From an optimization exercise on the open Yosys and OpenROAD flow, aimed at small area, a short achievable clock period and few clock cycles; shortcuts taken in it are not production practice.
The RTL was checked by simulation tests, not by an equivalence proof against the original design.

## flow/design.v

```verilog
`default_nettype none
package abe_pkg;
   localparam logic OP_ENCODE = 1'b0;
   localparam logic OP_FINISH = 1'b1;
   localparam logic [1:0] STATUS_OK  = 2'd0;
   localparam logic [1:0] STATUS_BAD = 2'd1;
   localparam logic [1:0] STATUS_OVF = 2'd2;
   localparam logic [1:0] KIND_ENCODE = 2'd0;
   localparam logic [1:0] KIND_BAD    = 2'd1;
   localparam logic [1:0] KIND_FINISH = 2'd2;
   localparam logic [1:0] DESC_ENCODE = 2'd0;
   localparam logic [1:0] DESC_BAD    = 2'd1;
   localparam logic [1:0] DESC_OVF    = 2'd2;
   localparam logic [1:0] DESC_FINISH = 2'd3;
   localparam logic [4:0] PREC_MAX   = 5'd30;
   localparam logic [4:0] PREC_RESET = 5'd24;
   function automatic logic [4:0] clamp_prec(input logic [4:0] prec);
      clamp_prec = (prec > PREC_MAX) ? PREC_MAX : prec;
   endfunction
endpackage
`default_nettype wire
`default_nettype none
module abe_front
(
   input  wire logic          clock,
   input  wire logic          reset,
   input  wire logic          req_tvalid,
   output logic               req_tready,
   input  wire logic [63:0]   req_tdata,    
   input  wire logic [0:0]    req_tuser,    
   input  wire logic [4:0]    prec,
   output logic               r_valid,
   output logic [1:0]         r_kind,
   output logic [15:0]        r_cl,        
   output logic [15:0]        r_ch,        
   output logic               r_chn,       
   output logic               r_two,       
   input  wire logic          r_pop,
   input  wire logic          r_chunk
);
   logic [30:0] cl, ch, total;
   logic        bad, chn;
   logic [29:0] ch_adj;
   logic        take;
   logic        valid_ff;
   logic [1:0]  kind_ff;
   logic [29:0] cl_ff, ch_ff;
   logic        chn_ff, two_ff;
   assign cl     = req_tdata[30:0];
   assign ch     = req_tdata[61:31];
   assign total  = 31'd1 << prec;
   assign bad    = (cl >= ch) || (ch > total);
   assign chn    = (ch == total);
   assign ch_adj = chn ? 30'(total - 31'd1) : ch[29:0];
   assign req_tready = !valid_ff || r_pop;
   assign take       = req_tvalid && req_tready;
   always_ff @(posedge clock) begin
      if (reset) begin
         valid_ff <= 1'b0;
      end else if (take) begin
         valid_ff <= 1'b1;
      end else if (r_pop) begin
         valid_ff <= 1'b0;
      end
   end
   always_ff @(posedge clock) begin
      if (take) begin
         kind_ff <= (req_tuser[0] == abe_pkg::OP_FINISH) ? abe_pkg::KIND_FINISH :
                    bad ? abe_pkg::KIND_BAD : abe_pkg::KIND_ENCODE;
         cl_ff   <= cl[29:0];
         ch_ff   <= ch_adj;
         chn_ff  <= chn;
         two_ff  <= (cl[29:16] != '0) || (ch_adj[29:16] != '0);
      end else if (r_chunk) begin
         cl_ff   <= {16'd0, cl_ff[29:16]};
         ch_ff   <= {16'd0, ch_ff[29:16]};
      end
   end
   assign r_valid = valid_ff;
   assign r_kind  = kind_ff;
   assign r_cl    = cl_ff[15:0];
   assign r_ch    = ch_ff[15:0];
   assign r_chn   = chn_ff;
   assign r_two   = two_ff;
endmodule
`default_nettype wire
`default_nettype none
module abe_queue
(
   input  wire logic          clock,
   input  wire logic          reset,
   input  wire logic          d_load,
   input  wire logic [1:0]    d_type,
   input  wire logic [6:0]    d_pos,
   input  wire logic          d_carry,
   input  wire logic [30:0]   lo,
   input  wire logic [6:0]    top,         
   output logic               e_free,
   output logic               rsp_tvalid,
   input  wire logic          rsp_tready,
   output logic [7:0]         rsp_tdata,
   output logic               rsp_tlast,
   output logic [1:0]         rsp_tuser
);
   logic        ev_ff;
   logic [1:0]  et_ff;
   logic [6:0]  pos_ff;
   logic        car_ff;
   logic        first_ff;
   logic [6:0]  pk_ff;
   logic [2:0]  pc_ff;
   logic        ov_ff;
   logic [7:0]  ob_ff;
   logic        ol_ff;
   logic [1:0]  os_ff;
   logic        out_free;
   logic        is_err, is_fin;
   logic        run;
   logic [6:0]  endp;
   logic [6:0]  rem, avail;
   logic [3:0]  t;
   logic [38:0] wsrc;
   logic [38:0] wsh;
   logic [7:0]  wb, rb, bits;
   logic [14:0] merged;
   logic [4:0]  tot;
   logic [6:0]  rem2;
   logic        full, pad, emit;
   logic [7:0]  obyte;
   logic        olast;
   logic        done;
   assign out_free = !ov_ff || rsp_tready;
   assign is_err   = (et_ff == abe_pkg::DESC_BAD) || (et_ff == abe_pkg::DESC_OVF);
   assign is_fin   = (et_ff == abe_pkg::DESC_FINISH);
   assign endp  = top;
   assign run   = (pos_ff >= 7'd32);
   assign rem   = pos_ff - endp;
   assign avail = (run && rem != '0) ? pos_ff - 7'd31 : rem;
   assign t     = (avail > 7'd8) ? 4'd8 : avail[3:0];
   assign wsrc = {lo, 8'd0};
   assign wsh  = wsrc >> pos_ff[4:0];
   always_comb begin
      for (int i = 0; i < 8; i++) begin
         wb[i] = wsh[7 - i];
      end
   end
   always_comb begin
      rb = {8{!car_ff}};
      if (first_ff) rb[0] = car_ff;
   end
   assign bits = (run ? rb : wb) & ~(8'hff << t);
   assign merged = {8'd0, pk_ff} | ({7'd0, bits} << pc_ff);
   assign tot    = {2'b00, pc_ff} + {1'b0, t};
   assign rem2   = rem - {3'd0, t};
   assign full   = (tot >= 5'd8);
   assign pad    = is_fin && (rem2 == '0) && !full && (tot != '0);
   assign emit   = is_err || full || pad;
   assign obyte  = is_err ? 8'd0 : merged[7:0];
   always_comb begin
      if (is_err) begin
         olast = 1'b1;
      end else if (is_fin) begin
         olast = pad || ((tot[2:0] == 3'd0) && (rem2 == '0));
      end else begin
         olast = ({4'd0, tot[2:0]} + rem2) < 7'd8;
      end
   end
   assign done   = ev_ff && (is_err || ((rem2 == '0) && !(is_fin && full && (tot[2:0] != 3'd0))))
                   && (!emit || out_free);
   assign e_free = !ev_ff || done;
   always_ff @(posedge clock) begin
      if (reset) begin
         ev_ff    <= 1'b0;
         pk_ff    <= '0;
         pc_ff    <= '0;
         ov_ff    <= 1'b0;
      end else begin
         if (ev_ff && (!emit || out_free)) begin
            if (!is_err) begin
               if (pad) begin
                  pk_ff <= '0;
                  pc_ff <= '0;
               end else if (full) begin
                  pk_ff <= merged[14:8];
                  pc_ff <= tot[2:0];
               end else begin
                  pk_ff <= merged[6:0];
                  pc_ff <= tot[2:0];
               end
            end
         end
         if (d_load) begin
            ev_ff <= 1'b1;
         end else if (done) begin
            ev_ff <= 1'b0;
         end
         if (ev_ff && emit && out_free) begin
            ov_ff <= 1'b1;
         end else if (rsp_tready) begin
            ov_ff <= 1'b0;
         end
      end
   end
   always_ff @(posedge clock) begin
      if (d_load) begin
         et_ff    <= d_type;
         pos_ff   <= d_pos;
         car_ff   <= d_carry;
         first_ff <= 1'b1;
      end else if (ev_ff && (!emit || out_free)) begin
         pos_ff   <= pos_ff - {3'd0, t};
         first_ff <= 1'b0;
      end
      if (ev_ff && emit && out_free) begin
         ob_ff <= obyte;
         ol_ff <= olast;
         os_ff <= is_err ? ((et_ff == abe_pkg::DESC_BAD) ? abe_pkg::STATUS_BAD
                                                          : abe_pkg::STATUS_OVF)
                         : abe_pkg::STATUS_OK;
      end
   end
   assign rsp_tvalid = ov_ff;
   assign rsp_tdata  = ob_ff;
   assign rsp_tlast  = ol_ff;
   assign rsp_tuser  = os_ff;
endmodule
`default_nettype wire
`default_nettype none
module abe_back
(
   input  wire logic          clock,
   input  wire logic          reset,
   input  wire logic [4:0]    prec,
   input  wire logic          r_valid,
   input  wire logic [1:0]    r_kind,
   input  wire logic [15:0]   r_cl,
   input  wire logic [15:0]   r_ch,
   input  wire logic          r_chn,
   input  wire logic          r_two,
   output logic               r_pop,
   output logic               r_chunk,
   input  wire logic          e_free,
   output logic               d_load,
   output logic [1:0]         d_type,
   output logic [6:0]         d_pos,       
   output logic               d_carry,
   output logic [30:0]        lo_q,
   output logic [6:0]         top_q        
);
   logic [30:0] s_ff, lo_ff, hi_ff;
   logic [6:0]  tw_ff;                     
   logic        strad_ff;
   logic        pass_ff;
   logic [46:0] accl_ff, acch_ff;
   logic [4:0]  m;
   logic [4:0]  bl;
   logic [30:0] dx;
   logic [6:0]  tp1;
   logic        lt;
   logic [4:0]  k, sh;
   logic [5:0]  shamt;
   logic [7:0]  twp1;
   logic        ovf;
   logic [30:0] lw;
   logic [31:0] addl, addh;
   logic [46:0] rl, rh;
   logic [62:0] xl, xh;
   logic [30:0] ql, qh;
   logic [31:0] lsum, hsum;
   logic [30:0] s_new;
   always_comb begin
      m = '0;
      for (int i = 0; i < 31; i++) begin
         if (s_ff[i]) m = 5'(i);
      end
   end
   assign dx = lo_ff ^ hi_ff;
   always_comb begin
      bl = '0;
      for (int i = 0; i < 31; i++) begin
         if (dx[i]) bl = 5'(i + 1);
      end
   end
   assign tp1 = (strad_ff && tw_ff >= 7'd32) ? tw_ff : {2'b00, bl};
   assign lt    = (m < prec);
   assign k     = lt ? prec - m : 5'd0;
   assign sh    = lt ? m : prec;
   assign shamt = pass_ff ? {1'b0, sh} : {1'b0, sh} + 6'd16;
   assign twp1  = {1'b0, tp1} + {3'b000, k};
   assign ovf   = (k != '0) && (twp1 > 8'd64);
   assign lw    = lo_ff << k;
   assign addl = pass_ff ? {1'b0, accl_ff[46:16]} : 32'd0;
   assign addh = pass_ff ? {1'b0, acch_ff[46:16]} : (r_chn ? {1'b0, s_ff} : 32'd0);
   logic [46:0] s_w, cl_w, ch_w;
   logic [62:0] xls, xhs;
   assign s_w  = {16'd0, s_ff};
   assign cl_w = {31'd0, r_cl};
   assign ch_w = {31'd0, r_ch};
   assign rl   = s_w * cl_w + {15'd0, addl};
   assign rh   = s_w * ch_w + {15'd0, addh};
   assign xl   = {rl, pass_ff ? accl_ff[15:0] : 16'd0};
   assign xh   = {rh, pass_ff ? acch_ff[15:0] : 16'd0};
   assign xls  = xl >> shamt;
   assign xhs  = xh >> shamt;
   assign ql   = xls[30:0];
   assign qh   = xhs[30:0];
   assign s_new = qh - ql;
   assign lsum  = {1'b0, lw} + {1'b0, ql};
   assign hsum  = {1'b0, lw} + {1'b0, qh} - 32'd1;
   logic is_enc, is_bad, is_fin, do_pass1, do_enc, do_ovf, do_bad, do_fin;
   assign is_enc   = r_valid && (r_kind == abe_pkg::KIND_ENCODE);
   assign is_bad   = r_valid && (r_kind == abe_pkg::KIND_BAD);
   assign is_fin   = r_valid && (r_kind == abe_pkg::KIND_FINISH);
   assign do_ovf   = is_enc && ovf && e_free;
   assign do_pass1 = is_enc && !ovf && r_two && !pass_ff;
   assign do_enc   = is_enc && !ovf && (!r_two || pass_ff) && e_free;
   assign do_bad   = is_bad && e_free;
   assign do_fin   = is_fin && e_free;
   assign r_pop   = do_ovf || do_enc || do_bad || do_fin;
   assign r_chunk = do_pass1;
   assign d_load  = r_pop;
   assign d_type  = do_fin ? abe_pkg::DESC_FINISH :
                    do_bad ? abe_pkg::DESC_BAD :
                    do_ovf ? abe_pkg::DESC_OVF : abe_pkg::DESC_ENCODE;
   assign d_pos   = do_fin ? tp1 : twp1[6:0];
   assign d_carry = do_fin ? 1'b0 : lsum[31];
   always_ff @(posedge clock) begin
      if (reset) begin
         s_ff     <= 31'd1;
         lo_ff    <= '0;
         hi_ff    <= '0;
         tw_ff    <= '0;
         strad_ff <= 1'b0;
         pass_ff  <= 1'b0;
      end else begin
         if (do_enc) begin
            s_ff     <= s_new;
            lo_ff    <= lsum[30:0];
            hi_ff    <= hsum[30:0];
            tw_ff    <= twp1[6:0];
            strad_ff <= hsum[31] && !lsum[31];
            pass_ff  <= 1'b0;
         end else if (do_fin) begin
            s_ff     <= 31'd1;
            hi_ff    <= lo_ff;
            tw_ff    <= '0;
            strad_ff <= 1'b0;
         end else if (do_pass1) begin
            pass_ff  <= 1'b1;
         end else if (do_ovf) begin
            pass_ff  <= 1'b0;
         end
      end
   end
   always_ff @(posedge clock) begin
      if (do_pass1) begin
         accl_ff <= rl;
         acch_ff <= rh;
      end
   end
   assign lo_q  = lo_ff;
   assign top_q = tp1;
endmodule
`default_nettype wire
`default_nettype none
module arithmetic_encoder_bitstream
(
   input  wire logic        clock,
   input  wire logic        reset,
   input  wire logic        req_tvalid,
   output logic             req_tready,
   input  wire logic [63:0] req_tdata,    
   input  wire logic [0:0]  req_tuser,    
   output logic             rsp_tvalid,
   input  wire logic        rsp_tready,
   output logic [7:0]       rsp_tdata,    
   output logic             rsp_tlast,
   output logic [1:0]       rsp_tuser,    
   input  wire logic        csr_valid,
   output logic             csr_ready,
   input  wire logic [4:0]  csr_wdata
);
   logic [4:0]  prec_ff;
   logic [4:0]  prec_eff;
   logic        r_valid, r_chn, r_two, r_pop, r_chunk;
   logic [1:0]  r_kind;
   logic [15:0] r_cl, r_ch;
   logic        e_free, d_load, d_carry;
   logic [1:0]  d_type;
   logic [6:0]  d_pos, top;
   logic [30:0] lo;
   assign csr_ready = 1'b1;
   assign prec_eff  = abe_pkg::clamp_prec(prec_ff);
   always_ff @(posedge clock) begin
      if (reset) begin
         prec_ff <= abe_pkg::PREC_RESET;
      end else if (csr_valid) begin
         prec_ff <= csr_wdata;
      end
   end
   abe_front u_front (
      .clock      (clock),
      .reset      (reset),
      .req_tvalid (req_tvalid),
      .req_tready (req_tready),
      .req_tdata  (req_tdata),
      .req_tuser  (req_tuser),
      .prec       (prec_eff),
      .r_valid    (r_valid),
      .r_kind     (r_kind),
      .r_cl       (r_cl),
      .r_ch       (r_ch),
      .r_chn      (r_chn),
      .r_two      (r_two),
      .r_pop      (r_pop),
      .r_chunk    (r_chunk)
   );
   abe_back u_back (
      .clock      (clock),
      .reset      (reset),
      .prec       (prec_eff),
      .r_valid    (r_valid),
      .r_kind     (r_kind),
      .r_cl       (r_cl),
      .r_ch       (r_ch),
      .r_chn      (r_chn),
      .r_two      (r_two),
      .r_pop      (r_pop),
      .r_chunk    (r_chunk),
      .e_free     (e_free),
      .d_load     (d_load),
      .d_type     (d_type),
      .d_pos      (d_pos),
      .d_carry    (d_carry),
      .lo_q       (lo),
      .top_q      (top)
   );
   abe_queue u_queue (
      .clock      (clock),
      .reset      (reset),
      .d_load     (d_load),
      .d_type     (d_type),
      .d_pos      (d_pos),
      .d_carry    (d_carry),
      .lo         (lo),
      .top        (top),
      .e_free     (e_free),
      .rsp_tvalid (rsp_tvalid),
      .rsp_tready (rsp_tready),
      .rsp_tdata  (rsp_tdata),
      .rsp_tlast  (rsp_tlast),
      .rsp_tuser  (rsp_tuser)
   );
endmodule
`default_nettype wire
```

## flow/run.sh

```bash
#!/bin/bash
# synth_recipe.tcl (not shown) runs the flow's synth.tcl, then flattens the netlist and writes it again
# the make line also repeats each setting of config.mk as NAME=value (left out here)
make -C /OpenROAD-flow-scripts/flow DESIGN_CONFIG=/design/flow/config.mk WORK_HOME=/design/flow/orfs CLKGATE_MAP_FILE= SYNTH_SCRIPT=/design/flow/synth_recipe.tcl finish
```

## flow/config.mk

```make
export PLATFORM = sky130hd
export DESIGN_NAME = arithmetic_encoder_bitstream
export DESIGN_NICKNAME = arithmetic_encoder_bitstream
export VERILOG_FILES = /design/flow/design.v
export SDC_FILE = /design/flow/constraint.sdc
export NUM_CORES = 4
export LEC_CHECK = 0
export CAP_MARGIN = 20
export CORE_MARGIN = 2
export CORE_UTILIZATION = 45
export SLEW_MARGIN = 20
```

## flow/constraint.sdc

```tcl
create_clock -name core_clock -period 11.0 [get_ports {clock}]
set_input_delay 2.2000 -clock core_clock [delete_from_list [all_inputs] [get_ports {clock}]]
set_output_delay 2.2000 -clock core_clock [all_outputs]
set_load 0.01 [all_outputs]
```

==> report_table.html, run 1 <==
<table>
<tr><th>Metric</th><th>Value</th></tr>
<tr><th colspan="2">Floorplan</th></tr>
<tr><td>Die footprint</td><td>151000 µm²</td></tr>
<tr><td>Core region area</td><td>about 150000 µm²</td></tr>
<tr><td>Vertical die dimension</td><td>388 µm</td></tr>
<tr><td>Number of cell rows</td><td>140</td></tr>
<tr><td>Ports placed on the boundary</td><td>89</td></tr>
<tr><td>Width of the die</td><td>between 300 and 400 µm</td></tr>
<tr><td>Starting density of the core</td><td>0.455</td></tr>
<tr><th colspan="2">Synth</th></tr>
<tr><td>Number of synthesized flops with an enable pin</td><td>179</td></tr>
<tr><td>Sequential element share of the synthesized area</td><td>0.117</td></tr>
<tr><td>Post-synthesis async set-or-reset flop share</td><td>0</td></tr>
<tr><td>Yosys warns</td><td>4</td></tr>
<tr><td>Register bit total from synthesis</td><td>300</td></tr>
<tr><td>Distinct cells, synth</td><td>116</td></tr>
<tr><td>Synth Instances</td><td>7976</td></tr>
<tr><td>Mean instance size in the synthesized netlist</td><td>roughly 8.3 µm²</td></tr>
<tr><td>Netlist Area Pre-Place</td><td>66400 µm²</td></tr>
<tr><td>Predominant post-synthesis flop cell</td><td>sky130_fd_sc_hd__edfxtp_1</td></tr>
<tr><td>Net count after synthesis</td><td>9391</td></tr>
<tr><th colspan="2">Clock tree</th></tr>
<tr><td>CTS H-tree depth</td><td>2</td></tr>
<tr><td>Worst-case clock buffer depth</td><td>3</td></tr>
<tr><td>Clock tree from TritonCTS</td><td>yes</td></tr>
<tr><td>Clock latency on the worst-skew pair</td><td>0.65 ns</td></tr>
<tr><td>Cts bufs inserted</td><td>42</td></tr>
<tr><td>Clock-pin slew of the registers on the worst-case setup and hold paths</td><td>approximately 0.070 ns</td></tr>
<tr><td>Sink count of the clock tree</td><td>300</td></tr>
<tr><td>Cell at the root of the clock tree</td><td>sky130_fd_sc_hd__clkbuf_16</td></tr>
<tr><td>Hold_buf cts</td><td>0</td></tr>
<tr><th colspan="2">Timing</th></tr>
<tr><td>Final-report max-slew violation count</td><td>0</td></tr>
<tr><td>RSZ-0062 raised after global routing</td><td>yes</td></tr>
<tr><td>Least-Margin Pin Slew</td><td>between 1 and 1.5 ns</td></tr>
<tr><td>Final setup violation count</td><td>0</td></tr>
<tr><td>Max Clock Skew</td><td>roughly 0.038 ns</td></tr>
<tr><td>Final hold violation count</td><td>0</td></tr>
<tr><td>Minimum clock period</td><td>10.78 ns</td></tr>
<tr><td>Normalized max-slew margin</td><td>0.302</td></tr>
<tr><td>Maximum clock frequency</td><td>92.7 MHz</td></tr>
<tr><td>Worst hold margin</td><td>about 0.46 ns</td></tr>
<tr><td>Portion of the clock cycle consumed by the worst path in the final layout</td><td>0.980</td></tr>
<tr><th colspan="2">Critical path</th></tr>
<tr><td>Endpoint class of the critical path</td><td>flop</td></tr>
<tr><td>CP Buf/Inv Count</td><td>13</td></tr>
<tr><td>Critical setup path kind</td><td>reg2reg</td></tr>
<tr><td>Slowest stage cell, crit path</td><td>sky130_fd_sc_hd__fa_2</td></tr>
<tr><td>Max stage delay on crit path</td><td>slightly below 0.6 ns</td></tr>
<tr><td>Critical Path RT</td><td>11.51 ns</td></tr>
<tr><td>Critical path peak fanout</td><td>24</td></tr>
<tr><td>Arr. time, crit path</td><td>11.29 ns</td></tr>
<tr><td>Family with the most delay on the worst path</td><td>adder cells</td></tr>
<tr><td>Most frequent cell on the critical path</td><td>sky130_fd_sc_hd__buf_4</td></tr>
<tr><td>Startpoint type of the worst setup path</td><td>flop</td></tr>
<tr><th colspan="2">GRT</th></tr>
<tr><td>Vias in the first global route</td><td>60900</td></tr>
<tr><td>Pin count of the biggest net entering global routing</td><td>95</td></tr>
<tr><td>First-pass GRT wire length</td><td>356 mm</td></tr>
<tr><td>GR Util All Layers</td><td>0.302</td></tr>
<tr><td>Number of antenna violations at the first check in global routing</td><td>3</td></tr>
<tr><td>Total congestion overflow</td><td>0</td></tr>
<tr><th colspan="2">Placed design</th></tr>
<tr><td>Final HPWL from detailed placement</td><td>189 mm</td></tr>
<tr><td>Port Buffer Count</td><td>85</td></tr>
<tr><td>GPL Wtd Cong</td><td>approximately 0.98</td></tr>
<tr><th colspan="2">Route</th></tr>
<tr><td>Overall routed net length</td><td>around 230 mm</td></tr>
<tr><td>Total via count in the routed design</td><td>around 60000</td></tr>
<tr><td>Detailed Routing Iterations Pass 1</td><td>6</td></tr>
<tr><td>DRC violation count after routing</td><td>0</td></tr>
<tr><td>DR WL/cell</td><td>approximately 22 µm</td></tr>
<tr><td>Remaining number of nets flagged by the antenna check after routing</td><td>0</td></tr>
<tr><td>Number of vias per cell</td><td>5.63</td></tr>
<tr><td>Number of violations reported at the end of detailed-routing iteration 0</td><td>4636</td></tr>
<tr><th colspan="2">Hold path</th></tr>
<tr><td>Worst hold-check path type</td><td>reg2reg</td></tr>
<tr><th colspan="2">Finish</th></tr>
<tr><td>Fill count</td><td>13700</td></tr>
<tr><td>Growth of design area from synthesis to finish</td><td>19.8%</td></tr>
<tr><td>Net count reported at finish</td><td>10100</td></tr>
<tr><td>Ratio of cells with drive above 1 in the final layout</td><td>0.186</td></tr>
<tr><th colspan="2">Job</th></tr>
<tr><td>Number of max-capacitance violations reported</td><td>0</td></tr>
<tr><th colspan="2">Outcome</th></tr>
<tr><td>Status</td><td>complete, no violations</td></tr>
</table>
## metrics by stage
step	cells	area, µm²	TNS, ns	setup WS (ns)	util
after floorplan	7976	66400	0	0.700	-
after global placement	10500	76300	-4.84	-0.603	0.522
after detailed placement	10500	76300	-5.03	-0.690	0.522
after CTS	10600	78100	0	0.00200	0.534
after global routing	10600	79600	-0.476	-0.137	0.545
final	10600	79600	0	0.217	0.545
## synth_stat cells (all sizes together) (95+ instances only)
master / count / share of area
and2: 644 / 0.061
buf: 121 / 0.0093
nand3: 98 / 0.0074
edfxtp: 179 / 0.081
a211oi: 123 / 0.014
fa: 879 / 0.26
inv: 1122 / 0.063
o21ai: 277 / 0.021
mux2: 97 / 0.016
nor2: 433 / 0.025
ha: 461 / 0.087
a21oi: 426 / 0.032
mux2i: 319 / 0.048
clkbuf: 413 / 0.023
xnor2: 114 / 0.015
dfxtp: 121 / 0.036
a21o: 95 / 0.011
nor3: 102 / 0.0079
nand2: 918 / 0.052
## final cells by class
| type | count | area (µm²) | share of cell area |
|---|---|---|---|
| multi-input combinational | 6019 | 53700 | 0.675 |
| timing repair buffer | 1183 | 10000 | 0.126 |
| sequential | 300 | 7820 | 0.0982 |
| inverter | 1123 | 4220 | 0.0530 |
| tap | 1917 | 2400 | 0.0301 |
| clock buffer | 47 | 1100 | 0.0138 |
| clock inverter | 31 | 282 | 0.00354 |
| antenna | 2 | 5.00 | 0.0000629 |
## layer usage
layer  routed length, µm  vias to the layer above  global-route usage
met1               99400                    30000               0.412
met2              107000                     1771               0.501
met3               13700                      347              0.0308
met4                8590                        0              0.0966
li1                    -                    27700                   -
met5                   0                        -                   0
## timing repair
item	CTS	global route
resized for setup	74	261
gates cloned	0	4
setup endpoints to repair	24	45
pin swaps	17	102
setup buffers	10	33
## path summary, 6_finish.rpt
path / from / end / slack [ns] / depth (start not counted)
worst max-delay path: u_back.s_ff[5] / u_back.lo_ff[30] / 0.22 / 49
worst min-delay path: u_queue.first_ff / u_queue.first_ff / 0.46 / 2
worst max register to register: u_back.s_ff[5] / u_back.lo_ff[30] / 0.22 / 49
worst min register to register: u_queue.first_ff / u_queue.first_ff / 0.46 / 2
## placed cells by master (no fill, tap or decap), types with 108 or more instances in the layout
| master | instances |
|---|---|
| sky130_fd_sc_hd__edfxtp_1 | 179 |
| sky130_fd_sc_hd__fa_1 | 863 |
| sky130_fd_sc_hd__dfxtp_1 | 108 |
| sky130_fd_sc_hd__nand2_1 | 912 |
| sky130_fd_sc_hd__ha_1 | 442 |
| sky130_fd_sc_hd__o21ai_0 | 228 |
| sky130_fd_sc_hd__buf_4 | 1013 |
| sky130_fd_sc_hd__mux2i_1 | 303 |
| sky130_fd_sc_hd__a21oi_1 | 376 |
| sky130_fd_sc_hd__and2_1 | 637 |
| sky130_fd_sc_hd__inv_1 | 1111 |
| sky130_fd_sc_hd__nor2_1 | 425 |
## tightest hold or removal path: cells and delay by family, from the launching register on
kind | cells | cell delay [ns]
AND/OR/NAND/NOR | 2 | 0.10
flip-flops | 1 | 0.32
## kinds of logic after synthesis
| kind of cell | Yosys count | synth area share |
|---|---|---|
| mux | 438 | 0.0720 |
| simple gates | 2573 | 0.190 |
| xor+xnor | 189 | 0.0251 |
| fa+ha+maj | 1340 | 0.352 |
| buf+inv | 1657 | 0.0961 |
| other cells | 1 | 0.0000564 |
| compound gates | 1478 | 0.148 |
| flops | 300 | 0.117 |
## flip-flops by register name, summed over array words and instances, names as in the netlist, 2 cells and up
name and cells:
prec_ff 5, u_back.acch_ff 47, u_back.accl_ff 47, u_back.hi_ff 31
u_back.lo_ff 31, u_back.s_ff 31, u_back.tw_ff 7, u_front.ch_ff 30
u_front.cl_ff 30, u_front.kind_ff 2, u_queue.et_ff 2, u_queue.ob_ff 8
u_queue.os_ff 2, u_queue.pc_ff 3, u_queue.pk_ff 7, u_queue.pos_ff 7
Testbench counts, summed over its fixed seeds: cycles 5,100.
==> inputs of run 2 (changes only) <==
--- a/flow/design.v
+++ b/flow/design.v
@@ -102,6 +102,13 @@
    output logic               rsp_tlast,
    output logic [1:0]         rsp_tuser
 );
+   logic        dv_ff;
+   logic [1:0]  dt_ff;
+   logic [6:0]  dpos_ff;
+   logic        dcar_ff;
+   logic        adv;
+   logic [30:0] elo_ff;
+   logic [6:0]  eend_ff;
    logic        ev_ff;
    logic [1:0]  et_ff;
    logic [6:0]  pos_ff;
@@ -132,12 +139,12 @@
    assign out_free = !ov_ff || rsp_tready;
    assign is_err   = (et_ff == abe_pkg::DESC_BAD) || (et_ff == abe_pkg::DESC_OVF);
    assign is_fin   = (et_ff == abe_pkg::DESC_FINISH);
-   assign endp  = top;
+   assign endp  = eend_ff;
    assign run   = (pos_ff >= 7'd32);
    assign rem   = pos_ff - endp;
    assign avail = (run && rem != '0) ? pos_ff - 7'd31 : rem;
    assign t     = (avail > 7'd8) ? 4'd8 : avail[3:0];
-   assign wsrc = {lo, 8'd0};
+   assign wsrc = {elo_ff, 8'd0};
    assign wsh  = wsrc >> pos_ff[4:0];
    always_comb begin
       for (int i = 0; i < 8; i++) begin
@@ -167,10 +174,12 @@
    end
    assign done   = ev_ff && (is_err || ((rem2 == '0) && !(is_fin && full && (tot[2:0] != 3'd0))))
                    && (!emit || out_free);
-   assign e_free = !ev_ff || done;
+   assign adv    = !ev_ff || done;
+   assign e_free = !dv_ff || adv;
    always_ff @(posedge clock) begin
       if (reset) begin
          ev_ff    <= 1'b0;
+         dv_ff    <= 1'b0;
          pk_ff    <= '0;
          pc_ff    <= '0;
          ov_ff    <= 1'b0;
@@ -190,9 +199,12 @@
             end
          end
          if (d_load) begin
-            ev_ff <= 1'b1;
-         end else if (done) begin
-            ev_ff <= 1'b0;
+            dv_ff <= 1'b1;
+         end else if (adv) begin
+            dv_ff <= 1'b0;
+         end
+         if (adv) begin
+            ev_ff <= dv_ff;
          end
          if (ev_ff && emit && out_free) begin
             ov_ff <= 1'b1;
@@ -203,9 +215,16 @@
    end
    always_ff @(posedge clock) begin
       if (d_load) begin
-         et_ff    <= d_type;
-         pos_ff   <= d_pos;
-         car_ff   <= d_carry;
+         dt_ff    <= d_type;
+         dpos_ff  <= d_pos;
+         dcar_ff  <= d_carry;
+      end
+      if (adv) begin
+         et_ff    <= dt_ff;
+         pos_ff   <= dpos_ff;
+         car_ff   <= dcar_ff;
+         elo_ff   <= lo;
+         eend_ff  <= top;
          first_ff <= 1'b1;
       end else if (ev_ff && (!emit || out_free)) begin
          pos_ff   <= pos_ff - {3'd0, t};
@@ -247,9 +266,9 @@
    output logic [30:0]        lo_q,
    output logic [6:0]         top_q        
 );
-   logic [30:0] s_ff, lo_ff, hi_ff;
+   logic [30:0] s_ff, lo_ff;
+   logic [31:0] hi_sum;
    logic [6:0]  tw_ff;                     
-   logic        strad_ff;
    logic        pass_ff;
    logic [46:0] accl_ff, acch_ff;
    logic [4:0]  m;
@@ -266,7 +285,7 @@
    logic [46:0] rl, rh;
    logic [62:0] xl, xh;
    logic [30:0] ql, qh;
-   logic [31:0] lsum, hsum;
+   logic [31:0] lsum;
    logic [30:0] s_new;
    always_comb begin
       m = '0;
@@ -274,20 +293,21 @@
          if (s_ff[i]) m = 5'(i);
       end
    end
-   assign dx = lo_ff ^ hi_ff;
+   assign hi_sum = {1'b0, lo_ff} + {1'b0, s_ff} - 32'd1;
+   assign dx     = lo_ff ^ hi_sum[30:0];
    always_comb begin
       bl = '0;
       for (int i = 0; i < 31; i++) begin
          if (dx[i]) bl = 5'(i + 1);
       end
    end
-   assign tp1 = (strad_ff && tw_ff >= 7'd32) ? tw_ff : {2'b00, bl};
+   assign tp1 = (hi_sum[31] && tw_ff >= 7'd32) ? tw_ff : {2'b00, bl};
    assign lt    = (m < prec);
    assign k     = lt ? prec - m : 5'd0;
    assign sh    = lt ? m : prec;
    assign shamt = pass_ff ? {1'b0, sh} : {1'b0, sh} + 6'd16;
    assign twp1  = {1'b0, tp1} + {3'b000, k};
-   assign ovf   = (k != '0) && (twp1 > 8'd64);
+   assign ovf   = (k != '0) && hi_sum[31] && ({1'b0, tw_ff} + {3'b000, k} > 8'd64);
    assign lw    = lo_ff << k;
    assign addl = pass_ff ? {1'b0, accl_ff[46:16]} : 32'd0;
    assign addh = pass_ff ? {1'b0, acch_ff[46:16]} : (r_chn ? {1'b0, s_ff} : 32'd0);
@@ -306,17 +326,16 @@
    assign qh   = xhs[30:0];
    assign s_new = qh - ql;
    assign lsum  = {1'b0, lw} + {1'b0, ql};
-   assign hsum  = {1'b0, lw} + {1'b0, qh} - 32'd1;
    logic is_enc, is_bad, is_fin, do_pass1, do_enc, do_ovf, do_bad, do_fin;
    assign is_enc   = r_valid && (r_kind == abe_pkg::KIND_ENCODE);
    assign is_bad   = r_valid && (r_kind == abe_pkg::KIND_BAD);
    assign is_fin   = r_valid && (r_kind == abe_pkg::KIND_FINISH);
-   assign do_ovf   = is_enc && ovf && e_free;
-   assign do_pass1 = is_enc && !ovf && r_two && !pass_ff;
+   assign do_ovf   = is_enc && ovf && (!r_two || pass_ff) && e_free;
+   assign do_pass1 = is_enc && r_two && !pass_ff;
    assign do_enc   = is_enc && !ovf && (!r_two || pass_ff) && e_free;
    assign do_bad   = is_bad && e_free;
    assign do_fin   = is_fin && e_free;
-   assign r_pop   = do_ovf || do_enc || do_bad || do_fin;
+   assign r_pop   = e_free && (is_bad || is_fin || (is_enc && (!r_two || pass_ff)));
    assign r_chunk = do_pass1;
    assign d_load  = r_pop;
    assign d_type  = do_fin ? abe_pkg::DESC_FINISH :
@@ -328,26 +347,20 @@
       if (reset) begin
          s_ff     <= 31'd1;
          lo_ff    <= '0;
-         hi_ff    <= '0;
          tw_ff    <= '0;
-         strad_ff <= 1'b0;
          pass_ff  <= 1'b0;
       end else begin
          if (do_enc) begin
             s_ff     <= s_new;
             lo_ff    <= lsum[30:0];
-            hi_ff    <= hsum[30:0];
             tw_ff    <= twp1[6:0];
-            strad_ff <= hsum[31] && !lsum[31];
             pass_ff  <= 1'b0;
          end else if (do_fin) begin
             s_ff     <= 31'd1;
-            hi_ff    <= lo_ff;
             tw_ff    <= '0;
-            strad_ff <= 1'b0;
          end else if (do_pass1) begin
             pass_ff  <= 1'b1;
-         end else if (do_ovf) begin
+         end else if (r_pop) begin
             pass_ff  <= 1'b0;
          end
       end
==> run 2 against run 1 <==
Critical path type unchanged; still clean on timing, DRC and antenna; flip-flop and latch count grew 17; wire length down 1.8%; highest routed layer is now met5; global-route usage down 0.11 points.
==> report_table.html, run 2 <==
<table>
<tr><th>Metric</th><th>Value</th></tr>
<tr><th colspan="2">Outcome</th></tr>
<tr><td>Status</td><td>complete, no violations (unchanged)</td></tr>
<tr><th colspan="2">Timing</th></tr>
<tr><td>Worst hold margin</td><td>0.423 ns (was 0.458 ns)</td></tr>
<tr><td>Max Clock Skew</td><td>0.0221 ns (was 0.0379 ns)</td></tr>
<tr><td>Least-Margin Pin Slew</td><td>1.17 ns (was 1.05 ns)</td></tr>
<tr><td>Final hold violation count</td><td>0 (unchanged)</td></tr>
<tr><td>Normalized max-slew margin</td><td>0.213 (was 0.302)</td></tr>
<tr><td>Final setup violation count</td><td>0 (unchanged)</td></tr>
<tr><td>Final-report max-slew violation count</td><td>0 (unchanged)</td></tr>
<tr><td>Portion of the clock cycle consumed by the worst path in the final layout</td><td>0.970 (was 0.980)</td></tr>
<tr><td>Final total negative setup slack</td><td>0 ns (unchanged)</td></tr>
<tr><td>Minimum clock period</td><td>10.67 ns (was 10.78 ns)</td></tr>
<tr><td>Maximum clock frequency</td><td>93.7 MHz (was 92.7 MHz)</td></tr>
<tr><th colspan="2">Clock tree</th></tr>
<tr><td>Clock tree from TritonCTS</td><td>yes (unchanged)</td></tr>
<tr><td>Cts bufs inserted</td><td>43 (was 42)</td></tr>
<tr><td>Hold_buf cts</td><td>0 (unchanged)</td></tr>
<tr><td>CTS H-tree depth</td><td>2 (unchanged)</td></tr>
<tr><td>Cell at the root of the clock tree</td><td>sky130_fd_sc_hd__clkbuf_16 (unchanged)</td></tr>
<tr><td>Worst-case clock buffer depth</td><td>3 (unchanged)</td></tr>
<tr><td>Clock latency on the worst-skew pair</td><td>0.64 ns (was 0.65 ns)</td></tr>
<tr><td>Clock-pin slew of the registers on the worst-case setup and hold paths</td><td>0.06 ns (was 0.07 ns)</td></tr>
<tr><td>Sink count of the clock tree</td><td>317 (was 300)</td></tr>
<tr><th colspan="2">Synth</th></tr>
<tr><td>Yosys warns</td><td>4 (unchanged)</td></tr>
<tr><td>Synth Instances</td><td>7977 (was 7976)</td></tr>
<tr><td>Sequential element share of the synthesized area</td><td>0.131 (was 0.117)</td></tr>
<tr><td>Synth top cells by count</td><td>sky130_fd_sc_hd__nand2_1 (1267), sky130_fd_sc_hd__inv_1 (1159), sky130_fd_sc_hd__fa_1 (880) (was sky130_fd_sc_hd__inv_1 (1118), sky130_fd_sc_hd__nand2_1 (916), sky130_fd_sc_hd__fa_1 (879))</td></tr>
<tr><td>Register bit total from synthesis</td><td>317 (was 300)</td></tr>
<tr><td>Fraction of synthesized cell area taken by the top area cell type</td><td>0.268 (was 0.265)</td></tr>
<tr><td>Largest cells by area after synthesis</td><td>sky130_fd_sc_hd__fa_1 (27%), sky130_fd_sc_hd__edfxtp_1 (10%), sky130_fd_sc_hd__ha_1 (8.9%), sky130_fd_sc_hd__nand2_1 (7.2%), sky130_fd_sc_hd__inv_1 (6.6%) (was sky130_fd_sc_hd__fa_1 (26%), sky130_fd_sc_hd__ha_1 (8.7%), sky130_fd_sc_hd__edfxtp_1 (8.1%), sky130_fd_sc_hd__inv_1 (6.3%), sky130_fd_sc_hd__and2_1 (6.1%))</td></tr>
<tr><td>Number of synthesized flops with an enable pin</td><td>227 (was 179)</td></tr>
<tr><td>Most repeated cell in the gate-level netlist after synthesis</td><td>sky130_fd_sc_hd__nand2_1 (was sky130_fd_sc_hd__inv_1)</td></tr>
<tr><td>Cell type with the largest total area after synthesis</td><td>sky130_fd_sc_hd__fa_1 (unchanged)</td></tr>
<tr><td>Net count after synthesis</td><td>9398 (was 9391)</td></tr>
<tr><td>Predominant post-synthesis flop cell</td><td>sky130_fd_sc_hd__edfxtp_1 (unchanged)</td></tr>
<tr><td>Post-synthesis async set-or-reset flop share</td><td>0 (unchanged)</td></tr>
<tr><td>Distinct cells, synth</td><td>91 (was 116)</td></tr>
<tr><td>Mean instance size in the synthesized netlist</td><td>8.24 µm² (was 8.33 µm²)</td></tr>
<tr><td>Netlist Area Pre-Place</td><td>65800 µm² (was 66400 µm²)</td></tr>
<tr><th colspan="2">Floorplan</th></tr>
<tr><td>Vertical die dimension</td><td>386 µm (was 388 µm)</td></tr>
<tr><td>Number of cell rows</td><td>140 (unchanged)</td></tr>
<tr><td>Ports placed on the boundary</td><td>89 (unchanged)</td></tr>
<tr><td>Width of the die</td><td>386 µm (was 388 µm)</td></tr>
<tr><td>Starting density of the core</td><td>0.452 (was 0.455)</td></tr>
<tr><td>Core region area</td><td>145000 µm² (was 146000 µm²)</td></tr>
<tr><td>Die footprint</td><td>149000 µm² (was 151000 µm²)</td></tr>
<tr><th colspan="2">Finish</th></tr>
<tr><td>Net count reported at finish</td><td>9827 (was 10100)</td></tr>
<tr><td>Growth of design area from synthesis to finish</td><td>16.2% (was 19.8%)</td></tr>
<tr><td>Most common library cell in the layout ignoring fill and taps</td><td>sky130_fd_sc_hd__nand2_1 (was sky130_fd_sc_hd__inv_1)</td></tr>
<tr><td>Most used cells in the layout excluding fill and tap cells</td><td>sky130_fd_sc_hd__nand2_1 (1265), sky130_fd_sc_hd__inv_1 (1158), sky130_fd_sc_hd__fa_1 (879) (was sky130_fd_sc_hd__inv_1 (1111), sky130_fd_sc_hd__buf_4 (1013), sky130_fd_sc_hd__nand2_1 (912))</td></tr>
<tr><td>Ratio of cells with drive above 1 in the final layout</td><td>0.143 (was 0.186)</td></tr>
<tr><td>Largest registers</td><td>u_back.acch_ff (47), u_back.accl_ff (47) (unchanged)</td></tr>
<tr><td>Utilization after layout</td><td>0.526 (was 0.545)</td></tr>
<tr><td>Final non-filler cell total</td><td>10400 (was 10600)</td></tr>
<tr><th colspan="2">Hold path</th></tr>
<tr><td>Beginning of the worst hold path</td><td>u_queue.dt_ff[1] (was u_queue.first_ff)</td></tr>
<tr><td>Worst hold-check path type</td><td>reg2reg (unchanged)</td></tr>
<tr><th colspan="2">Route</th></tr>
<tr><td>DR WL/cell</td><td>21.7 µm (was 21.5 µm)</td></tr>
<tr><td>Remaining number of nets flagged by the antenna check after routing</td><td>0 (unchanged)</td></tr>
<tr><td>Total via count in the routed design</td><td>59100 (was 59800)</td></tr>
<tr><td>Number of vias per cell</td><td>5.71 (was 5.63)</td></tr>
<tr><td>DRC violation count after routing</td><td>0 (unchanged)</td></tr>
<tr><td>Detailed Routing Iterations Pass 1</td><td>6 (unchanged)</td></tr>
<tr><td>Overall routed net length</td><td>225 mm (was 229 mm)</td></tr>
<tr><td>Number of violations reported at the end of detailed-routing iteration 0</td><td>4471 (was 4636)</td></tr>
<tr><th colspan="2">Critical path</th></tr>
<tr><td>Startpoint type of the worst setup path</td><td>flop (unchanged)</td></tr>
<tr><td>Most frequent cell on the critical path</td><td>sky130_fd_sc_hd__fa_1 (was sky130_fd_sc_hd__buf_4)</td></tr>
<tr><td>Max stage delay on crit path</td><td>0.56 ns (was 0.59 ns)</td></tr>
<tr><td>Launch point of the worst reg-to-reg path</td><td>u_front.cl_ff[1] (was u_back.s_ff[5])</td></tr>
<tr><td>Critical path peak fanout</td><td>7 (was 24)</td></tr>
<tr><td>Arr. time, crit path</td><td>11.18 ns (was 11.29 ns)</td></tr>
<tr><td>Startpoint of the most critical setup path</td><td>u_front.cl_ff[1] (was u_back.s_ff[5])</td></tr>
<tr><td>Critical setup path kind</td><td>reg2reg (unchanged)</td></tr>
<tr><td>Endpoint class of the critical path</td><td>flop (unchanged)</td></tr>
<tr><td>Critical Path RT</td><td>11.51 ns (about the same)</td></tr>
<tr><td>Slowest stage cell, crit path</td><td>sky130_fd_sc_hd__fa_1 (was sky130_fd_sc_hd__fa_2)</td></tr>
<tr><th colspan="2">GRT</th></tr>
<tr><td>Vias in the first global route</td><td>59500 (was 60900)</td></tr>
<tr><td>Total congestion overflow</td><td>0 (unchanged)</td></tr>
<tr><td>Pin count of the biggest net entering global routing</td><td>74 (was 95)</td></tr>
<tr><td>Number of antenna violations at the first check in global routing</td><td>6 (was 3)</td></tr>
<tr><td>GR Util All Layers</td><td>0.300 (was 0.302)</td></tr>
<tr><td>First-pass GRT wire length</td><td>347 mm (was 356 mm)</td></tr>
<tr><th colspan="2">Placed design</th></tr>
<tr><td># placed instances</td><td>10300 (was 10500)</td></tr>
<tr><td>GPL Wtd Cong</td><td>0.980 (was 0.977)</td></tr>
<tr><td>Final HPWL from detailed placement</td><td>186 mm (was 189 mm)</td></tr>
<tr><td>Port Buffer Count</td><td>85 (unchanged)</td></tr>
<tr><th colspan="2">Job</th></tr>
<tr><td>Number of max-capacitance violations reported</td><td>0 (unchanged)</td></tr>
</table>
==> run 2: path summary, 6_finish.rpt <==
kind / endpoint / slack (ns) / cells after the start
worst min register to register: u_queue.et_ff[1] / 0.42 / 0
worst min-delay path: u_queue.et_ff[1] / 0.42 / 0
worst max-delay path: u_back.s_ff[30] / 0.33 / 45
worst max register to register: u_back.s_ff[30] / 0.33 / 45
==> run 2: worst max-delay path, delay by kind of cell, from the launching register on <==
kind / cells / cell delay [ns]
muxes: 1 / 0.54
AOI/OAI and AO/OA: 21 / 4.14
adders and majority gates: 8 / 3.75
buffers and inverters: 11 / 1.17
and+or+nand+nor: 4 / 0.53
DFF: 1 / 0.38
==> run 2: cell families (layout without fill, tap and decap cells) <==
logic type / count (synthesis) / in the layout / share of synthesized area
DFF: 317 / 317 / 0.131
and+or+nand+nor: 2577 / 2577 / 0.179
buffers and inverters: 1674 / 2137 / 0.0960
muxes: 359 / 359 / 0.0623
adders and majority gates: 1346 / 1346 / 0.357
AOI/OAI and AO/OA: 1513 / 1513 / 0.150
other: 1 / 2 / 0.0000570
xor gates and xnor gates: 190 / 190 / 0.0257
==> run 2: layout make-up <==
class                   instances  area [µm²]
fillers                     13900       69000
multi-input cells            5986       51700
flip-flops and latches        317        8660
repair buffers                892        7860
inverters                    1166        4380
well taps                    1917        2400
clock buffers                  53        1140
clock inverters                26         312
diodes                          1        2.50
==> run 2: what timing repair did <==
item / CTS / global route
setup endpoints to repair: 17 / 28
buffers inserted: 1 / 13
pin swaps: 0 / 32
gates resized for setup: 28 / 159
gates cloned: 0 / 3
==> run 2: through the flow <==
step / cell area (µm²) / worst slack [ns]
floorplan: 65800 / 0.435
global placement: 74000 / -0.491
detailed placement: 74000 / -0.519
CTS: 75600 / 0.00460
global route: 76400 / -0.0943
finish: 76400 / 0.333
==> run 2: per-layer routing <==
layer	global-route usage	share of wire	wire, µm
met5	0	0.00012	27
met4	0.107	0.042	9410
met3	0.0451	0.069	15400
met2	0.492	0.47	105000
met1	0.404	0.42	95100
Testbench counts of run 2, summed over its fixed seeds: cycles 5,106.
==> inputs of run 3 (changes only) <==
--- a/flow/config.mk
+++ b/flow/config.mk
@@ -7,5 +7,5 @@
 export LEC_CHECK = 0
 export CAP_MARGIN = 20
 export CORE_MARGIN = 2
-export CORE_UTILIZATION = 45
+export CORE_UTILIZATION = 60
 export SLEW_MARGIN = 20
==> run 3 against run 2 <==
Synthesized area unchanged; die area shrank 25%; wire length shrank 2.4%; critical path depth fell by 5; largest cell class unchanged.
==> report_table.html, run 3 <==
<table>
<tr><th>Metric</th><th>Value</th></tr>
<tr><th colspan="2">Route</th></tr>
<tr><td>Total via count in the routed design</td><td>60300 (was 59100)</td></tr>
<tr><td>DRC violation count after routing</td><td>0 (unchanged)</td></tr>
<tr><td>Overall routed net length</td><td>219 mm (was 225 mm)</td></tr>
<tr><td>Detailed Routing Iterations Pass 1</td><td>9 (was 6)</td></tr>
<tr><td>DR WL/cell</td><td>22.2 µm (was 21.7 µm)</td></tr>
<tr><td>Remaining number of nets flagged by the antenna check after routing</td><td>0 (unchanged)</td></tr>
<tr><td>Number of violations reported at the end of detailed-routing iteration 0</td><td>5837 (was 4471)</td></tr>
<tr><td>Number of vias per cell</td><td>6.11 (was 5.71)</td></tr>
<tr><th colspan="2">Synth</th></tr>
<tr><td>Sequential element share of the synthesized area</td><td>0.131 (unchanged)</td></tr>
<tr><td>Netlist Area Pre-Place</td><td>65800 µm² (unchanged)</td></tr>
<tr><td>Synth Instances</td><td>7977 (unchanged)</td></tr>
<tr><td>Yosys warns</td><td>4 (unchanged)</td></tr>
<tr><td>Fraction of synthesized cell area taken by the top area cell type</td><td>0.268 (unchanged)</td></tr>
<tr><td>Cell type with the largest total area after synthesis</td><td>sky130_fd_sc_hd__fa_1 (unchanged)</td></tr>
<tr><td>Net count after synthesis</td><td>9398 (unchanged)</td></tr>
<tr><td>Distinct cells, synth</td><td>91 (unchanged)</td></tr>
<tr><td>Synth top cells by count</td><td>sky130_fd_sc_hd__nand2_1 (1267), sky130_fd_sc_hd__inv_1 (1159), sky130_fd_sc_hd__fa_1 (880) (unchanged)</td></tr>
<tr><td>Number of synthesized flops with an enable pin</td><td>227 (unchanged)</td></tr>
<tr><td>Post-synthesis async set-or-reset flop share</td><td>0 (unchanged)</td></tr>
<tr><td>Most repeated cell in the gate-level netlist after synthesis</td><td>sky130_fd_sc_hd__nand2_1 (unchanged)</td></tr>
<tr><td>Largest cells by area after synthesis</td><td>sky130_fd_sc_hd__fa_1 (27%), sky130_fd_sc_hd__edfxtp_1 (10%), sky130_fd_sc_hd__ha_1 (8.9%), sky130_fd_sc_hd__nand2_1 (7.2%), sky130_fd_sc_hd__inv_1 (6.6%) (unchanged)</td></tr>
<tr><td>Mean instance size in the synthesized netlist</td><td>8.24 µm² (unchanged)</td></tr>
<tr><td>Predominant post-synthesis flop cell</td><td>sky130_fd_sc_hd__edfxtp_1 (unchanged)</td></tr>
<tr><td>Register bit total from synthesis</td><td>317 (unchanged)</td></tr>
<tr><th colspan="2">Clock tree</th></tr>
<tr><td>CTS H-tree depth</td><td>2 (unchanged)</td></tr>
<tr><td>Cts bufs inserted</td><td>40 (was 43)</td></tr>
<tr><td>Sink count of the clock tree</td><td>317 (unchanged)</td></tr>
<tr><td>Cell at the root of the clock tree</td><td>sky130_fd_sc_hd__clkbuf_16 (unchanged)</td></tr>
<tr><td>Clock latency on the worst-skew pair</td><td>0.64 ns (about the same)</td></tr>
<tr><td>Worst-case clock buffer depth</td><td>3 (unchanged)</td></tr>
<tr><td>Hold_buf cts</td><td>0 (unchanged)</td></tr>
<tr><td>Clock-pin slew of the registers on the worst-case setup and hold paths</td><td>0.07 ns (was 0.06 ns)</td></tr>
<tr><td>Clock tree from TritonCTS</td><td>yes (unchanged)</td></tr>
<tr><th colspan="2">Finish</th></tr>
<tr><td>Growth of design area from synthesis to finish</td><td>14.6% (was 16.2%)</td></tr>
<tr><td>Final non-filler cell total</td><td>9870 (was 10400)</td></tr>
<tr><td>Largest registers</td><td>u_back.acch_ff (47), u_back.accl_ff (47) (unchanged)</td></tr>
<tr><td>Post-route standard cell area excluding fillers</td><td>75400 µm² (was 76400 µm²)</td></tr>
<tr><td>Most common library cell in the layout ignoring fill and taps</td><td>sky130_fd_sc_hd__nand2_1 (unchanged)</td></tr>
<tr><td>Most used cells in the layout excluding fill and tap cells</td><td>sky130_fd_sc_hd__nand2_1 (1265), sky130_fd_sc_hd__inv_1 (1158), sky130_fd_sc_hd__fa_1 (880) (was sky130_fd_sc_hd__nand2_1 (1265), sky130_fd_sc_hd__inv_1 (1158), sky130_fd_sc_hd__fa_1 (879))</td></tr>
<tr><td>Net count reported at finish</td><td>9841 (was 9827)</td></tr>
<tr><td>Ratio of cells with drive above 1 in the final layout</td><td>0.139 (was 0.143)</td></tr>
<tr><td>Fill count</td><td>8954 (was 13900)</td></tr>
<tr><th colspan="2">Timing</th></tr>
<tr><td>Portion of the clock cycle consumed by the worst path in the final layout</td><td>0.977 (was 0.970)</td></tr>
<tr><td>Max Clock Skew</td><td>0.0469 ns (was 0.0221 ns)</td></tr>
<tr><td>Final worst setup slack</td><td>0.252 ns (was 0.333 ns)</td></tr>
<tr><td>Final hold violation count</td><td>0 (unchanged)</td></tr>
<tr><td>Least-Margin Pin Slew</td><td>1.14 ns (was 1.17 ns)</td></tr>
<tr><td>Worst hold margin</td><td>0.428 ns (was 0.423 ns)</td></tr>
<tr><td>Final setup violation count</td><td>0 (unchanged)</td></tr>
<tr><td>Final-report max-slew violation count</td><td>0 (unchanged)</td></tr>
<tr><td>Maximum clock frequency</td><td>93.0 MHz (was 93.7 MHz)</td></tr>
<tr><td>Minimum clock period</td><td>10.75 ns (was 10.67 ns)</td></tr>
<tr><td>Final total negative setup slack</td><td>0 ns (unchanged)</td></tr>
<tr><td>Normalized max-slew margin</td><td>0.242 (was 0.213)</td></tr>
<tr><th colspan="2">GRT</th></tr>
<tr><td>Vias in the first global route</td><td>59500 (about the same)</td></tr>
<tr><td>GR Util All Layers</td><td>0.390 (was 0.300)</td></tr>
<tr><td>Number of antenna violations at the first check in global routing</td><td>5 (was 6)</td></tr>
<tr><td>First-pass GRT wire length</td><td>338 mm (was 347 mm)</td></tr>
<tr><td>Total congestion overflow</td><td>0 (unchanged)</td></tr>
<tr><td>Pin count of the biggest net entering global routing</td><td>70 (was 74)</td></tr>
<tr><th colspan="2">Floorplan</th></tr>
<tr><td>Vertical die dimension</td><td>335 µm (was 386 µm)</td></tr>
<tr><td>Ports placed on the boundary</td><td>89 (unchanged)</td></tr>
<tr><td>Number of cell rows</td><td>121 (was 140)</td></tr>
<tr><td>Die footprint</td><td>112000 µm² (was 149000 µm²)</td></tr>
<tr><td>Core region area</td><td>109000 µm² (was 145000 µm²)</td></tr>
<tr><td>Width of the die</td><td>335 µm (was 386 µm)</td></tr>
<tr><td>Starting density of the core</td><td>0.604 (was 0.452)</td></tr>
<tr><th colspan="2">Critical path</th></tr>
<tr><td>Reg2reg setup slack</td><td>0.25 ns (was 0.33 ns)</td></tr>
<tr><td>Endpoint class of the critical path</td><td>flop (unchanged)</td></tr>
<tr><td>Launch point of the worst reg-to-reg path</td><td>u_front.cl_ff[10] (was u_front.cl_ff[1])</td></tr>
<tr><td>Max stage delay on crit path</td><td>0.56 ns (about the same)</td></tr>
<tr><td>Startpoint type of the worst setup path</td><td>flop (unchanged)</td></tr>
<tr><td>Critical setup path kind</td><td>reg2reg (unchanged)</td></tr>
<tr><td>Critical Path RT</td><td>11.53 ns (was 11.51 ns)</td></tr>
<tr><td>Critical path peak fanout</td><td>27 (was 7)</td></tr>
<tr><td>Reg-to-reg critical path endpoint</td><td>u_back.s_ff[30] (unchanged)</td></tr>
<tr><td>Most frequent cell on the critical path</td><td>sky130_fd_sc_hd__fa_1 (unchanged)</td></tr>
<tr><td>Capture point of the worst path</td><td>u_back.s_ff[30] (unchanged)</td></tr>
<tr><td>Slowest stage cell, crit path</td><td>sky130_fd_sc_hd__fa_1 (unchanged)</td></tr>
<tr><td>Arr. time, crit path</td><td>11.28 ns (was 11.18 ns)</td></tr>
<tr><td>Startpoint of the most critical setup path</td><td>u_front.cl_ff[10] (was u_front.cl_ff[1])</td></tr>
<tr><td>Path depth of the worst reg2reg path</td><td>40 (was 45)</td></tr>
<tr><th colspan="2">Hold path</th></tr>
<tr><td>Count of cells along the worst hold path</td><td>0 (unchanged)</td></tr>
<tr><td>Worst hold-check path type</td><td>reg2reg (unchanged)</td></tr>
<tr><th colspan="2">Placed design</th></tr>
<tr><td># placed instances</td><td>9783 (was 10300)</td></tr>
<tr><td>Port Buffer Count</td><td>85 (unchanged)</td></tr>
<tr><td>Final HPWL from detailed placement</td><td>180 mm (was 186 mm)</td></tr>
<tr><td>Post-placement cell area</td><td>73400 µm² (was 74000 µm²)</td></tr>
<tr><td>GPL Wtd Cong</td><td>1.01 (was 0.980)</td></tr>
<tr><td>Worst Setup Slack post-DPL</td><td>-0.438 ns (was -0.519 ns)</td></tr>
<tr><th colspan="2">Outcome</th></tr>
<tr><td>Status</td><td>complete, no violations (unchanged)</td></tr>
<tr><th colspan="2">Job</th></tr>
<tr><td>Number of max-capacitance violations reported</td><td>0 (unchanged)</td></tr>
</table>
[run 3: repair_timing]
| action | CTS | global route |
|---|---|---|
| endpoints found under the setup margin | 15 | 27 |
| setup buffers | 1 | 8 |
| pin swaps | 1 | 19 |
| resized for setup | 27 | 125 |
[run 3: worst min path at each step]
stage / startpoint / endpoint / slack, ns
final: u_queue.dt_ff[1] / u_queue.et_ff[1] / 0.43
after floorplan: u_queue.dcar_ff / u_queue.car_ff / 0.40
after CTS: u_queue.dt_ff[1] / u_queue.et_ff[1] / 0.43
after detailed placement: u_queue.dt_ff[1] / u_queue.et_ff[1] / 0.41
after global placement: u_queue.dt_ff[1] / u_queue.et_ff[1] / 0.41
after global routing: u_queue.dt_ff[1] / u_queue.et_ff[1] / 0.45
[run 3: layer usage]
layer | up-vias | share of wire | GRT usage
met1 | 29600 | 0.40 | 0.529
met2 | 2919 | 0.45 | 0.614
li1 | 27300 | - | -
met4 | 6 | 0.053 | 0.174
met3 | 564 | 0.094 | 0.0673
met5 | - | 0.00020 | 0
[run 3: final cells by class]
class / instances / area (µm²) / area share
clock inverter: 18 / 235 / 0.00312
multi-input combinational: 5986 / 51400 / 0.683
sequential: 317 / 8680 / 0.115
antenna: 4 / 10.0 / 0.000133
clock buffer: 56 / 1120 / 0.0149
tap: 1414 / 1770 / 0.0235
inverter: 1166 / 4380 / 0.0581
timing repair buffer: 909 / 7720 / 0.102
[run 3: worst max-delay path: cells and delay by family (launching register included)]
| family | cells | cell delay [ns] |
|---|---|---|
| AND/OR/NAND/NOR | 6 | 1.38 |
| buffers and inverters | 6 | 0.77 |
| AO/OA/AOI/OAI | 19 | 4.16 |
| multiplexers | 1 | 0.28 |
| flip-flops | 1 | 0.42 |
| adder cells (fa/ha/maj) | 8 | 3.63 |
[run 3: cell families after synthesis]
kind of cell	share of synthesized area
XOR/XNOR	0.0257
adder cells (fa/ha/maj)	0.357
AO/OA/AOI/OAI	0.150
other	0.0000570
flip-flops	0.131
multiplexers	0.0623
buffers and inverters	0.0960
AND/OR/NAND/NOR	0.179
[run 3: per-stage QoR]
| step | util |
|---|---|
| after detailed placement | 0.674 |
| after floorplan | - |
| after CTS | 0.687 |
| after global placement | 0.674 |
| after global routing | 0.692 |
| final | 0.692 |
==> inputs of run 4 (changes only) <==
--- a/flow/config.mk
+++ b/flow/config.mk
@@ -7,5 +7,6 @@
 export LEC_CHECK = 0
 export CAP_MARGIN = 20
 export CORE_MARGIN = 2
-export CORE_UTILIZATION = 60
+export CORE_UTILIZATION = 45
 export SLEW_MARGIN = 20
+export TNS_END_PERCENT = 5
==> run 4 against run 3 <==
Utilization fell by 17 points; synthesized area did not move; highest routed layer unchanged; clock-buffer cell count fell by 3; maximum frequency rose by 0.93%; largest cell class unchanged; first-iteration DRC count fell by 21%; worst hold slack got worse by 0.0040 ns; final cell count rose by 4.9%; setup slack improved by 0.099 ns.
==> report_table.html, run 4 <==
<table>
<tr><th>Metric</th><th>Value</th></tr>
<tr><th colspan="2">Finish</th></tr>
<tr><td>Post-route standard cell area excluding fillers</td><td>76400 µm² (was 75400 µm²)</td></tr>
<tr><td>Ratio of cells with drive above 1 in the final layout</td><td>0.142 (was 0.139)</td></tr>
<tr><td>Fill count</td><td>13900 (was 8954)</td></tr>
<tr><td>Most common library cell in the layout ignoring fill and taps</td><td>sky130_fd_sc_hd__nand2_1 (unchanged)</td></tr>
<tr><th colspan="2">Critical path</th></tr>
<tr><td>Reg-to-reg critical path endpoint</td><td>u_queue.dcar_ff (was u_back.s_ff[30])</td></tr>
<tr><td>Reg2reg setup slack</td><td>0.35 ns (was 0.25 ns)</td></tr>
<tr><td>Critical Path RT</td><td>11.38 ns (was 11.53 ns)</td></tr>
<tr><th colspan="2">Clock tree</th></tr>
<tr><td>Clock latency on the worst-skew pair</td><td>0.64 ns (about the same)</td></tr>
<tr><td>Cts bufs inserted</td><td>43 (was 40)</td></tr>
<tr><td>Clock tree from TritonCTS</td><td>yes (unchanged)</td></tr>
<tr><th colspan="2">Floorplan</th></tr>
<tr><td>Width of the die</td><td>386 µm (was 335 µm)</td></tr>
<tr><td>Number of cell rows</td><td>140 (was 121)</td></tr>
<tr><th colspan="2">Synth</th></tr>
<tr><td>Largest cells by area after synthesis</td><td>sky130_fd_sc_hd__fa_1 (27%), sky130_fd_sc_hd__edfxtp_1 (10%), sky130_fd_sc_hd__ha_1 (8.9%), sky130_fd_sc_hd__nand2_1 (7.2%), sky130_fd_sc_hd__inv_1 (6.6%) (unchanged)</td></tr>
<tr><td>Net count after synthesis</td><td>9398 (unchanged)</td></tr>
<tr><td>Yosys warns</td><td>4 (unchanged)</td></tr>
<tr><td>Post-synthesis async set-or-reset flop share</td><td>0 (unchanged)</td></tr>
<tr><th colspan="2">Placed design</th></tr>
<tr><td>Worst Setup Slack post-DPL</td><td>-0.519 ns (was -0.438 ns)</td></tr>
<tr><td>GPL Wtd Cong</td><td>0.980 (was 1.01)</td></tr>
<tr><th colspan="2">Timing</th></tr>
<tr><td>Normalized max-slew margin</td><td>0.234 (was 0.242)</td></tr>
<tr><td>Least-Margin Pin Slew</td><td>1.14 ns (about the same)</td></tr>
<tr><td>Minimum clock period</td><td>10.65 ns (was 10.75 ns)</td></tr>
<tr><td>Final worst setup slack</td><td>0.351 ns (was 0.252 ns)</td></tr>
<tr><th colspan="2">Hold path</th></tr>
<tr><td>Worst hold-check path type</td><td>reg2reg (unchanged)</td></tr>
<tr><th colspan="2">GRT</th></tr>
<tr><td>Number of antenna violations at the first check in global routing</td><td>5 (unchanged)</td></tr>
<tr><td>Met1 layer usage reported by global route</td><td>0.404 (was 0.529)</td></tr>
<tr><td>Total congestion overflow</td><td>0 (unchanged)</td></tr>
<tr><th colspan="2">Route</th></tr>
<tr><td>DR WL/cell</td><td>21.7 µm (was 22.2 µm)</td></tr>
<tr><td>DRC violation count after routing</td><td>0 (unchanged)</td></tr>
<tr><td>Number of violations reported at the end of detailed-routing iteration 0</td><td>4598 (was 5837)</td></tr>
<tr><th colspan="2">Outcome</th></tr>
<tr><td>Status</td><td>complete, no violations (unchanged)</td></tr>
</table>
run 4: cell counts after synthesis:
Identical to the previous run, type by type.
run 4: what timing repair did:
action,4_1_cts,5_1_grt
pin swaps,0,32
setup endpoints to repair,17,28
setup buffers,0,11
hold buffers,0,0
gates resized for setup,29,156
gates cloned,0,2
run 4: metal layers:
metal / vias up / wire, µm
met1: 29400 / 95300
met2: 1912 / 104000
met3: 428 / 15200
met4: 4 / 9470
li1: 27200 / -
met5: - / 27
run 4: per-stage QoR:
step	cells	hold WS (ns)
after detailed placement	10300	0.407
after floorplan	7977	0.400
after CTS	10300	0.425
after global routing	10400	0.425
after global placement	10300	0.404
final	10400	0.424
run 4: worst max-delay path by stage:
stage,slack [ns],endpoint,depth (start not counted),from
global route,-0.09,u_back.lo_ff[30],51,u_front.cl_ff[1]
CTS,0.005,u_back.s_ff[30],43,u_front.ch_ff[1]
floorplan,0.44,u_back.s_ff[30],44,u_back.s_ff[11]
global placement,-0.49,u_queue.dcar_ff,44,u_back.s_ff[13]
finish,0.35,u_queue.dcar_ff,43,u_front.cl_ff[1]
detailed placement,-0.52,u_back.s_ff[30],41,u_back.s_ff[13]
run 4: cell families (layout without fill, tap and decap cells):
logic type,count (synthesis),in the layout,share of synthesized area
other,1,1,0.0000570
AND/OR/NAND/NOR,2577,2577,0.179
buffers and inverters,1674,2133,0.0960
adder cells (fa/ha/maj),1346,1346,0.357
flip-flops,317,317,0.131
multiplexers,359,359,0.0623
AO/OA/AOI/OAI,1513,1513,0.150
XOR/XNOR,190,190,0.0257
run 4: final cells by class:
cell class / count / area (µm²) / share of cell area
inverters: 1166 / 4380 / 0.0573
repair buffers: 888 / 7830 / 0.103
multi-input cells: 5986 / 51600 / 0.676
well taps: 1917 / 2400 / 0.0314
clock inverters: 26 / 312 / 0.00408
flip-flops and latches: 317 / 8660 / 0.113
clock buffers: 53 / 1140 / 0.0150
run 4: worst max-delay path, delay by kind of cell (launching register included):
kind	cells	cell delay [ns]
fa+ha+maj	8	3.72
compound gates	18	3.72
buf+inv	10	1.31
simple gates	7	1.25
flops	1	0.38

[static timing again, ports no longer ideal]
The results above use ideal ports. As a check the final layouts listed here were re-extracted and re-timed, cells and wires unchanged.
Step 1, drivers: a clkbuf_16 drives clock and a buf_2 each remaining input, both assumed.
Step 2 also shifts input and output timing later by t, the mid clock arrival at the registers, as if the neighbouring blocks saw the same clock.
Three values: ideal, step 1, step 2; two values: the first two.
run	t (ns)	setup WS [ns]	worst register clock-pin slew, ns	pins driven straight from the clock port
run 1	0.702	0.217 / 0.217 / 0.217	0.07 / 0.07	1
run 2	0.704	0.333 / 0.333 / 0.333	0.07 / 0.07	1
run 3	0.691	0.252 / 0.252 / 0.252	0.07 / 0.07	1
run 4	0.704	0.351 / 0.351 / 0.351	0.07 / 0.07	1
After both steps every run listed still meets setup and hold.
